Background: an optimization exercise with open tools, aiming at small area. Do not read the settings as production practice.
Function was checked by simulation only, so behaviour that the tests miss may differ from the original.
No activity file was given, so power comes from the tool's default toggle rates.

==> inputs of run K <==
==> flow/design.v <==
package branch_pkg;
  localparam int unsigned XLEN        = 32;
  localparam int unsigned BTB_ENTRIES = 16;
  localparam int unsigned IDX_W       = $clog2(BTB_ENTRIES);
  localparam int unsigned TAG_W       = XLEN - IDX_W - 2;
  localparam logic [1:0] BRANCH = 2'd0;
  localparam logic [1:0] JUMP   = 2'd1;
  localparam logic [1:0] CALL   = 2'd2;
  localparam logic [1:0] RET    = 2'd3;
endpackage
module return_address_stack #(
  parameter int unsigned DEPTH = 4,
  parameter int unsigned W     = 32
) (
  input  logic         clk_i,
  input  logic         rst_ni,
  input  logic         push_i,
  input  logic         pop_i,
  input  logic [W-1:0] data_i,
  output logic [W-1:0] top_o,
  output logic         empty_o
);
  localparam int unsigned PTR_W = $clog2(DEPTH);
  localparam int unsigned CNT_W = PTR_W + 1;
  logic [W-1:0]     stack_q [DEPTH];
  logic [PTR_W-1:0] ptr_q;
  logic [PTR_W-1:0] top_idx;
  logic [CNT_W-1:0] count_q;
  assign top_idx = ptr_q - PTR_W'(1);
  assign top_o   = stack_q[top_idx];
  assign empty_o = (count_q == '0);
  always_ff @(posedge clk_i or negedge rst_ni) begin
    if (!rst_ni) begin
      ptr_q   <= '0;
      count_q <= '0;
    end else if (push_i) begin
      ptr_q <= ptr_q + PTR_W'(1);
      if (count_q != CNT_W'(DEPTH)) count_q <= count_q + CNT_W'(1);
    end else if (pop_i && !empty_o) begin
      ptr_q   <= top_idx;
      count_q <= count_q - CNT_W'(1);
    end
  end
  always_ff @(posedge clk_i) begin
    if (push_i) stack_q[ptr_q] <= data_i;
  end
endmodule
module branch_predictor
#(
  parameter int unsigned CNT_BITS  = 2,
  parameter int unsigned RAS_DEPTH = 4,
  parameter int unsigned PERF_W    = 16
) (
  input  logic              clk_i,
  input  logic              rst_ni,
  input  logic [31:0]       fetch_pc_i,
  output logic              pred_taken_o,
  output logic [31:0]       pred_target_o,
  input  logic              res_valid_i,
  input  logic [31:0]       res_pc_i,
  input  logic [1:0]        res_kind_i,
  input  logic              res_taken_i,
  input  logic [31:0]       res_target_i,
  input  logic              res_pred_taken_i,
  input  logic [31:0]       res_pred_target_i,
  output logic              redirect_o,
  output logic [31:0]       redirect_pc_o,
  output logic [PERF_W-1:0] mispredict_cnt_o
);
  localparam int unsigned XLEN  = branch_pkg::XLEN;
  localparam int unsigned N     = branch_pkg::BTB_ENTRIES;
  localparam int unsigned IDX_W = branch_pkg::IDX_W;
  localparam int unsigned TAG_W = branch_pkg::TAG_W;
  localparam logic [1:0]  BRANCH = branch_pkg::BRANCH;
  localparam logic [1:0]  JUMP   = branch_pkg::JUMP;
  localparam logic [1:0]  CALL   = branch_pkg::CALL;
  localparam logic [1:0]  RET    = branch_pkg::RET;
  localparam logic [1:0] CNT_ENC = 2'b01;
  logic [N-1:0]     btb_v_q;
  logic [TAG_W-1:0] btb_tag_q [N];
  logic [1:0]       btb_kind_q[N];
  logic [XLEN-1:0]  btb_tgt_q [N];
  logic [1:0]       cnt_q     [N];    
  logic [PERF_W-1:0] mis_cnt_q;
  logic [N-1:0] f_sel, r_sel;
  always_comb begin
    for (int i = 0; i < int'(N); i++) begin
      f_sel[i] = (fetch_pc_i[IDX_W+1:2] == IDX_W'(i));
      r_sel[i] = (res_pc_i[IDX_W+1:2] == IDX_W'(i));
    end
  end
  logic             f_v, r_v, f_c1;
  logic [TAG_W-1:0] f_tag_rd, r_tag_rd;
  logic [1:0]       f_kind, r_cnt_e;
  logic [XLEN-1:0]  f_tgt;
  always_comb begin
    f_v = 1'b0; r_v = 1'b0; f_c1 = 1'b0; f_tag_rd = '0; r_tag_rd = '0;
    f_kind = '0; r_cnt_e = '0; f_tgt = '0;
    for (int i = 0; i < int'(N); i++) begin
      f_v      = f_v      | (f_sel[i] & btb_v_q[i]);
      f_tag_rd = f_tag_rd | ({TAG_W{f_sel[i]}} & btb_tag_q[i]);
      f_kind   = f_kind   | ({2{f_sel[i]}} & btb_kind_q[i]);
      f_tgt    = f_tgt    | ({XLEN{f_sel[i]}} & btb_tgt_q[i]);
      f_c1     = f_c1     | (f_sel[i] & cnt_q[i][1]);
      r_v      = r_v      | (r_sel[i] & btb_v_q[i]);
      r_tag_rd = r_tag_rd | ({TAG_W{r_sel[i]}} & btb_tag_q[i]);
      r_cnt_e  = r_cnt_e  | ({2{r_sel[i]}} & cnt_q[i]);
    end
  end
  logic f_hit, r_hit;
  assign f_hit = f_v & (f_tag_rd == fetch_pc_i[XLEN-1:IDX_W+2]);
  assign r_hit = r_v & (r_tag_rd == res_pc_i[XLEN-1:IDX_W+2]);
  logic [XLEN-1:0] ras_top;
  logic            ras_empty;
  logic            use_ras;
  assign pred_taken_o  = f_hit & ((f_kind != BRANCH) | f_c1);
  assign use_ras       = (f_kind == RET) & ~ras_empty;
  assign pred_target_o = !pred_taken_o ? fetch_pc_i + XLEN'(4) :
                         use_ras       ? ras_top : f_tgt;
  assign redirect_o    = res_valid_i &&
                         ((res_taken_i != res_pred_taken_i) ||
                          (res_taken_i && (res_target_i != res_pred_target_i)));
  logic [XLEN-1:0] res_pc_p4;
  assign res_pc_p4     = res_pc_i + XLEN'(4);
  assign redirect_pc_o = res_taken_i ? res_target_i : res_pc_p4;
  assign mispredict_cnt_o = mis_cnt_q;
  logic [1:0] cnt_r, cnt_d;
  assign cnt_r = r_cnt_e ^ CNT_ENC;
  always_comb begin
    if (res_taken_i) begin
      if (!r_hit)             cnt_d = 2'd2;
      else if (cnt_r == 2'd3) cnt_d = cnt_r;
      else                    cnt_d = cnt_r + 2'd1;
    end else begin
      cnt_d = (cnt_r == 2'd0) ? cnt_r : cnt_r - 2'd1;
    end
  end
  logic wr_cnt, wr_ent;
  assign wr_cnt = res_valid_i & (res_kind_i == BRANCH);
  assign wr_ent = res_valid_i & res_taken_i;
  always_ff @(posedge clk_i or negedge rst_ni) begin
    if (!rst_ni) begin
      btb_v_q   <= '0;
      for (int i = 0; i < int'(N); i++) cnt_q[i] <= '0;
      mis_cnt_q <= '0;
    end else begin
      if (redirect_o && (mis_cnt_q != '1)) mis_cnt_q <= mis_cnt_q + PERF_W'(1);
      for (int i = 0; i < int'(N); i++) begin
        if (wr_cnt && r_sel[i]) cnt_q[i] <= cnt_d ^ CNT_ENC;
        if (wr_ent && r_sel[i]) btb_v_q[i] <= 1'b1;
      end
    end
  end
  always_ff @(posedge clk_i) begin
    for (int i = 0; i < int'(N); i++) begin
      if (wr_ent && r_sel[i]) begin
        btb_tag_q[i]  <= res_pc_i[XLEN-1:IDX_W+2];
        btb_kind_q[i] <= res_kind_i;
        btb_tgt_q[i]  <= res_target_i;
      end
    end
  end
  return_address_stack #(
    .DEPTH (RAS_DEPTH),
    .W     (XLEN)
  ) u_ras (
    .clk_i   (clk_i),
    .rst_ni  (rst_ni),
    .push_i  (res_valid_i && (res_kind_i == CALL)),
    .pop_i   (res_valid_i && (res_kind_i == RET)),
    .data_i  (res_pc_p4),
    .top_o   (ras_top),
    .empty_o (ras_empty)
  );
endmodule
==> flow/run.sh <==
#!/bin/bash
# synth_recipe.tcl (not shown) runs the flow's synth.tcl, then flattens the netlist and writes it again
# the make line also repeats each setting of config.mk as NAME=value (left out here)
make -C /OpenROAD-flow-scripts/flow DESIGN_CONFIG=/design/flow/config.mk WORK_HOME=/design/flow/orfs CLKGATE_MAP_FILE= SYNTH_SCRIPT=/design/flow/synth_recipe.tcl finish
==> flow/config.mk <==
export PLATFORM = sky130hd
export DESIGN_NAME = branch_predictor
export DESIGN_NICKNAME = branch_predictor
export VERILOG_FILES = /design/flow/design.v
export SDC_FILE = /design/flow/constraint.sdc
export NUM_CORES = 4
export LEC_CHECK = 0
export CAP_MARGIN = 20
export CORE_MARGIN = 2
export CORE_UTILIZATION = 55
export CTS_BUF_LIST = sky130_fd_sc_hd__clkbuf_16
export CTS_CLUSTER_DIAMETER = 90
export CTS_CLUSTER_SIZE = 24
export SLEW_MARGIN = 20
==> flow/constraint.sdc <==
create_clock -name core_clock -period 10.0 [get_ports {clk_i}]
set_input_delay 2.0000 -clock core_clock [delete_from_list [all_inputs] [get_ports {clk_i}]]
set_output_delay 2.0000 -clock core_clock [all_outputs]
set_load 0.01 [all_outputs]
==> run P: changes against run K <==
==> flow/design.v, changed modules only <==
module branch_predictor
#(
  parameter int unsigned CNT_BITS  = 2,
  parameter int unsigned RAS_DEPTH = 4,
  parameter int unsigned PERF_W    = 16
) (
  input  logic              clk_i,
  input  logic              rst_ni,
  input  logic [31:0]       fetch_pc_i,
  output logic              pred_taken_o,
  output logic [31:0]       pred_target_o,
  input  logic              res_valid_i,
  input  logic [31:0]       res_pc_i,
  input  logic [1:0]        res_kind_i,
  input  logic              res_taken_i,
  input  logic [31:0]       res_target_i,
  input  logic              res_pred_taken_i,
  input  logic [31:0]       res_pred_target_i,
  output logic              redirect_o,
  output logic [31:0]       redirect_pc_o,
  output logic [PERF_W-1:0] mispredict_cnt_o
);
  localparam int unsigned XLEN  = branch_pkg::XLEN;
  localparam int unsigned N     = branch_pkg::BTB_ENTRIES;
  localparam int unsigned IDX_W = branch_pkg::IDX_W;
  localparam int unsigned TAG_W = branch_pkg::TAG_W;
  localparam logic [1:0]  BRANCH = branch_pkg::BRANCH;
  localparam logic [1:0]  JUMP   = branch_pkg::JUMP;
  localparam logic [1:0]  CALL   = branch_pkg::CALL;
  localparam logic [1:0]  RET    = branch_pkg::RET;
  logic [N-1:0]     btb_v_q;
  logic [TAG_W-1:0] btb_tag_q [N];
  logic [1:0]       btb_kind_q[N];
  logic [XLEN-1:0]  btb_tgt_q [N];
  logic [N-1:0]     cnt_hi_q;         
  logic [N-1:0]     cnt_lo_n_q;       
  logic [PERF_W-1:0] mis_cnt_q;
  logic [N-1:0] f_sel, r_sel;
  always_comb begin
    for (int i = 0; i < int'(N); i++) begin
      f_sel[i] = (fetch_pc_i[IDX_W+1:2] == IDX_W'(i));
      r_sel[i] = (res_pc_i[IDX_W+1:2] == IDX_W'(i));
    end
  end
  logic             f_v, r_v, f_c1;
  logic [TAG_W-1:0] f_tag_rd, r_tag_rd;
  logic [1:0]       f_kind, r_cnt_e;
  logic [XLEN-1:0]  f_tgt;
  always_comb begin
    f_v = 1'b0; r_v = 1'b0; f_c1 = 1'b0; f_tag_rd = '0; r_tag_rd = '0;
    f_kind = '0; r_cnt_e = '0; f_tgt = '0;
    for (int i = 0; i < int'(N); i++) begin
      f_v      = f_v      | (f_sel[i] & btb_v_q[i]);
      f_tag_rd = f_tag_rd | ({TAG_W{f_sel[i]}} & btb_tag_q[i]);
      f_kind   = f_kind   | ({2{f_sel[i]}} & btb_kind_q[i]);
      f_tgt    = f_tgt    | ({XLEN{f_sel[i]}} & btb_tgt_q[i]);
      f_c1     = f_c1     | (f_sel[i] & cnt_hi_q[i]);
      r_v      = r_v      | (r_sel[i] & btb_v_q[i]);
      r_tag_rd = r_tag_rd | ({TAG_W{r_sel[i]}} & btb_tag_q[i]);
      r_cnt_e  = r_cnt_e  | ({2{r_sel[i]}} & {cnt_hi_q[i], cnt_lo_n_q[i]});
    end
  end
  logic f_hit, r_hit;
  assign f_hit = f_v & (f_tag_rd == fetch_pc_i[XLEN-1:IDX_W+2]);
  assign r_hit = r_v & (r_tag_rd == res_pc_i[XLEN-1:IDX_W+2]);
  logic [XLEN-1:0] ras_top;
  logic            ras_empty;
  logic            use_ras;
  assign pred_taken_o  = f_hit & ((f_kind != BRANCH) | f_c1);
  assign use_ras       = (f_kind == RET) & ~ras_empty;
  assign pred_target_o = !pred_taken_o ? fetch_pc_i + XLEN'(4) :
                         use_ras       ? ras_top : f_tgt;
  assign redirect_o    = res_valid_i &&
                         ((res_taken_i != res_pred_taken_i) ||
                          (res_taken_i && (res_target_i != res_pred_target_i)));
  logic [XLEN-1:0] res_pc_p4;
  assign res_pc_p4     = res_pc_i + XLEN'(4);
  assign redirect_pc_o = res_taken_i ? res_target_i : res_pc_p4;
  assign mispredict_cnt_o = mis_cnt_q;
  logic [1:0] cnt_r, cnt_d;
  assign cnt_r = {r_cnt_e[1] & r_v, ~r_cnt_e[0]};
  always_comb begin
    if (res_taken_i) begin
      if (!r_hit)             cnt_d = 2'd2;
      else if (cnt_r == 2'd3) cnt_d = cnt_r;
      else                    cnt_d = cnt_r + 2'd1;
    end else begin
      cnt_d = (cnt_r == 2'd0) ? cnt_r : cnt_r - 2'd1;
    end
  end
  logic wr_cnt, wr_ent;
  assign wr_cnt = res_valid_i & (res_kind_i == BRANCH);
  assign wr_ent = res_valid_i & res_taken_i;
  always_ff @(posedge clk_i or negedge rst_ni) begin
    if (!rst_ni) begin
      btb_v_q   <= '0;
      cnt_lo_n_q <= '0;
      mis_cnt_q <= '0;
    end else begin
      if (redirect_o && (mis_cnt_q != '1)) mis_cnt_q <= mis_cnt_q + PERF_W'(1);
      for (int i = 0; i < int'(N); i++) begin
        if (wr_cnt && r_sel[i]) cnt_lo_n_q[i] <= ~cnt_d[0];
        if (wr_ent && r_sel[i]) btb_v_q[i] <= 1'b1;
      end
    end
  end
  always_ff @(posedge clk_i) begin
    for (int i = 0; i < int'(N); i++) begin
      if ((wr_cnt || wr_ent) && r_sel[i]) cnt_hi_q[i] <= wr_cnt ? cnt_d[1] : cnt_r[1];
      if (wr_ent && r_sel[i]) begin
        btb_tag_q[i]  <= res_pc_i[XLEN-1:IDX_W+2];
        btb_kind_q[i] <= res_kind_i;
        btb_tgt_q[i]  <= res_target_i;
      end
    end
  end
  return_address_stack #(
    .DEPTH (RAS_DEPTH),
    .W     (XLEN)
  ) u_ras (
    .clk_i   (clk_i),
    .rst_ni  (rst_ni),
    .push_i  (res_valid_i && (res_kind_i == CALL)),
    .pop_i   (res_valid_i && (res_kind_i == RET)),
    .data_i  (res_pc_p4),
    .top_o   (ras_top),
    .empty_o (ras_empty)
  );
endmodule
==> flow/flow/run.sh (new file) <==
#!/bin/bash
# Layout flow: the standard flow (standard.sh), with
#  - synthesis mapped by ABC with an area-oriented script (flow/synth.tcl),
#  - clock tree synthesis without dummy loads, with large sink clusters,
#  - port buffers of the smallest buffer cell.
set -uo pipefail
HERE=$PWD
export FLOW_ABC_SCRIPT=$HERE/flow/abc_area.script

# 1. synthesis (same steps as standard.sh synth, other ABC script)
make -C "$FLOW_HOME" DESIGN_CONFIG=$HERE/config.mk WORK_HOME=$HERE/orfs CLKGATE_MAP_FILE= \
  SYNTH_SCRIPT=$HERE/flow/synth.tcl synth > $HERE/synth.log 2>&1 || { tail -50 $HERE/synth.log; exit 1; }

# 2. the rest of the standard flow
export CTS_ARGS="-sink_clustering_enable -repair_clock_nets -dont_use_dummy_load -sink_clustering_size 16 -sink_clustering_max_diameter 70 -buf_list {sky130_fd_sc_hd__clkbuf_8}"
# Every input and output port gets a buffer, of the smallest buffer cell.
export BUFFER_PORTS_ARGS="-buffer_cell sky130_fd_sc_hd__buf_1"
bash standard.sh finish > $HERE/layout.log 2>&1 || { tail -50 $HERE/layout.log; exit 1; }
==> flow/flow/abc_area.script (new file) <==
&get -n
&st
&dch -f
&nf -R 1000
&put
&get -n
&st
&dch -f
&nf -R 1000
&put
&get -n
&st
&dch -f
&nf -R 1000
&put
topo
stime -c
dnsize -c
==> flow/flow/synth.tcl (new file) <==
# The standard synthesis (synth_recipe.tcl), with one change: ABC maps the
# logic with the area-oriented script abc_area.script beside this file.
proc synth {args} { yosys synth -nofsm -noshare {*}$args }
proc abc {args} {
  set i [lsearch -exact $args -script]
  if { $i >= 0 } {
    set args [lreplace $args [expr { $i + 1 }] [expr { $i + 1 }] $::env(FLOW_ABC_SCRIPT)]
  }
  yosys abc {*}$args
}
source $::env(SCRIPTS_DIR)/synth.tcl
# left out here: clear keep_hierarchy, flatten, clean up, hide names made inside functions, write 1_2_yosys.v
==> flow/standard.sh (new file) <==
#!/bin/bash
# synth_recipe.tcl (not shown) runs the flow's synth.tcl, then flattens the netlist and writes it again
# the make line also repeats each setting of config.mk as NAME=value (left out here)
make -C /OpenROAD-flow-scripts/flow DESIGN_CONFIG=/design/flow/config.mk WORK_HOME=/design/flow/orfs CLKGATE_MAP_FILE= SYNTH_SCRIPT=/design/flow/synth_recipe.tcl "${@:-finish}"
- CORE_UTILIZATION: 55 -> 45
- CTS_BUF_LIST: sky130_fd_sc_hd__clkbuf_16 -> unset
- CTS_CLUSTER_DIAMETER: 90 -> unset
- CTS_CLUSTER_SIZE: 24 -> unset
removed: flow/run.sh
==> summary of the runs <==
In run K the clock-buffer cell count is lower than in run P, by 32.
In sequential power, run P and run K hardly differ.
Against run P, the global-route usage of run K is higher by 9.3 points.
Of run K and run P, run K has the higher routed wire length (gap 16%, measured against run P).
Between run P and run K, the lower via count is in run P (gap about 12%, measured against run K).
In run K the non-clock buffer count is higher than in run P, by 26.
Between run P and run K, the lower hold slack is in run K (gap 0.0095 ns).
Of run P and run K, run P has the higher setup slack (gap 0.24 ns).
Maximum frequency: run K is lower than run P (about 2.5%).
Register-to-register slack: run K is higher than run P (1.2 ns).
In run P the final area is lower than in run K, by about 9%.
==> figures <==
Result of the run: run P complete, no violations; run K complete, no violations
Fraction of met3 tracks used by global routing: run P 0.102; run K 0.127
Core Box Area: run P 100,000 um^2; run K 91,200 um^2
Sequential cell power: run P 5.50 mW; run K 5.51 mW
Pre-antenna DRT Iters: run P 11; run K 9
Standard cell area after detailed placement: run P 49,400 um^2; run K 54,300 um^2
Final std cell area, no fill: run P 50,700 um^2; run K 55,900 um^2
Register Area: run P 34,500 um^2; run K 34,400 um^2
PD cells: run P 175 nW/um^2; run K 172 nW/um^2
Number of global-route vias before repair: run P 31,200; run K 34,500
CP Max Fanout: run P 52; run K 21
Sum of routed wire segments on met1: run P 62,300 um; run K 70,700 um
Worst EP arrival: run P 7.14 ns; run K 7.37 ns
Worst r2r dst: run P cnt_hi_q[9]; run K cnt_q[0][1]
Die width: run P 323 um; run K 307 um
Min setup slack post-route: run P 0.865 ns; run K 0.627 ns
Share of post-route cells with drive strength above 1: run P 0.0936; run K 0.117
Clock network power: run P 2.24 mW; run K 2.60 mW
Signal buf overhead: run P 0.0363; run K 0.0606
Total power of the final layout: run P 8.90 mW; run K 9.61 mW
Number of enable-type register cells in the synthesized netlist: run P 1,104; run K 1,088
Share of the final layout cell area in sequential cells: run P 0.680; run K 0.615
Buffers excl. clock: run P 345; run K 371

==> re-timing with driven ports <==
In the flow no input, the clock included, has a driving cell. The finished layouts below were timed again as built, in two steps.
Step 1 (the two cells are an assumption about what drives the block):
set clk [get_ports {clk_i}]
set_driving_cell -lib_cell sky130_fd_sc_hd__clkbuf_16 $clk
set_driving_cell -lib_cell sky130_fd_sc_hd__buf_2 [delete_from_list [all_inputs] $clk]
Step 2 moves the port delays by t, midway between the first and last clock arrival at a register: inputs arrive t later, outputs are due t later. That takes back most of the time a late clock gives input paths.
Slacks: ideal / step 1 / step 2; pairs: ideal / step 1.
| run | t (ns) | setup WS [ns] | latest minus earliest clock arrival (ns) | worst register clock-pin slew, ns |
|---|---|---|---|---|
| run K | 0.778 | 0.627 / 0.606 / 0.606 | 0.041 / 0.041 | 0.10 / 0.10 |
| run P | 0.803 | 0.865 / 0.841 / 0.841 | 0.109 / 0.108 | 0.11 / 0.11 |
After both steps setup and hold are still met in every run listed. The setup slack of run P, which loses most, moves by -0.024 ns with the drivers and by -0.024 ns with both steps.
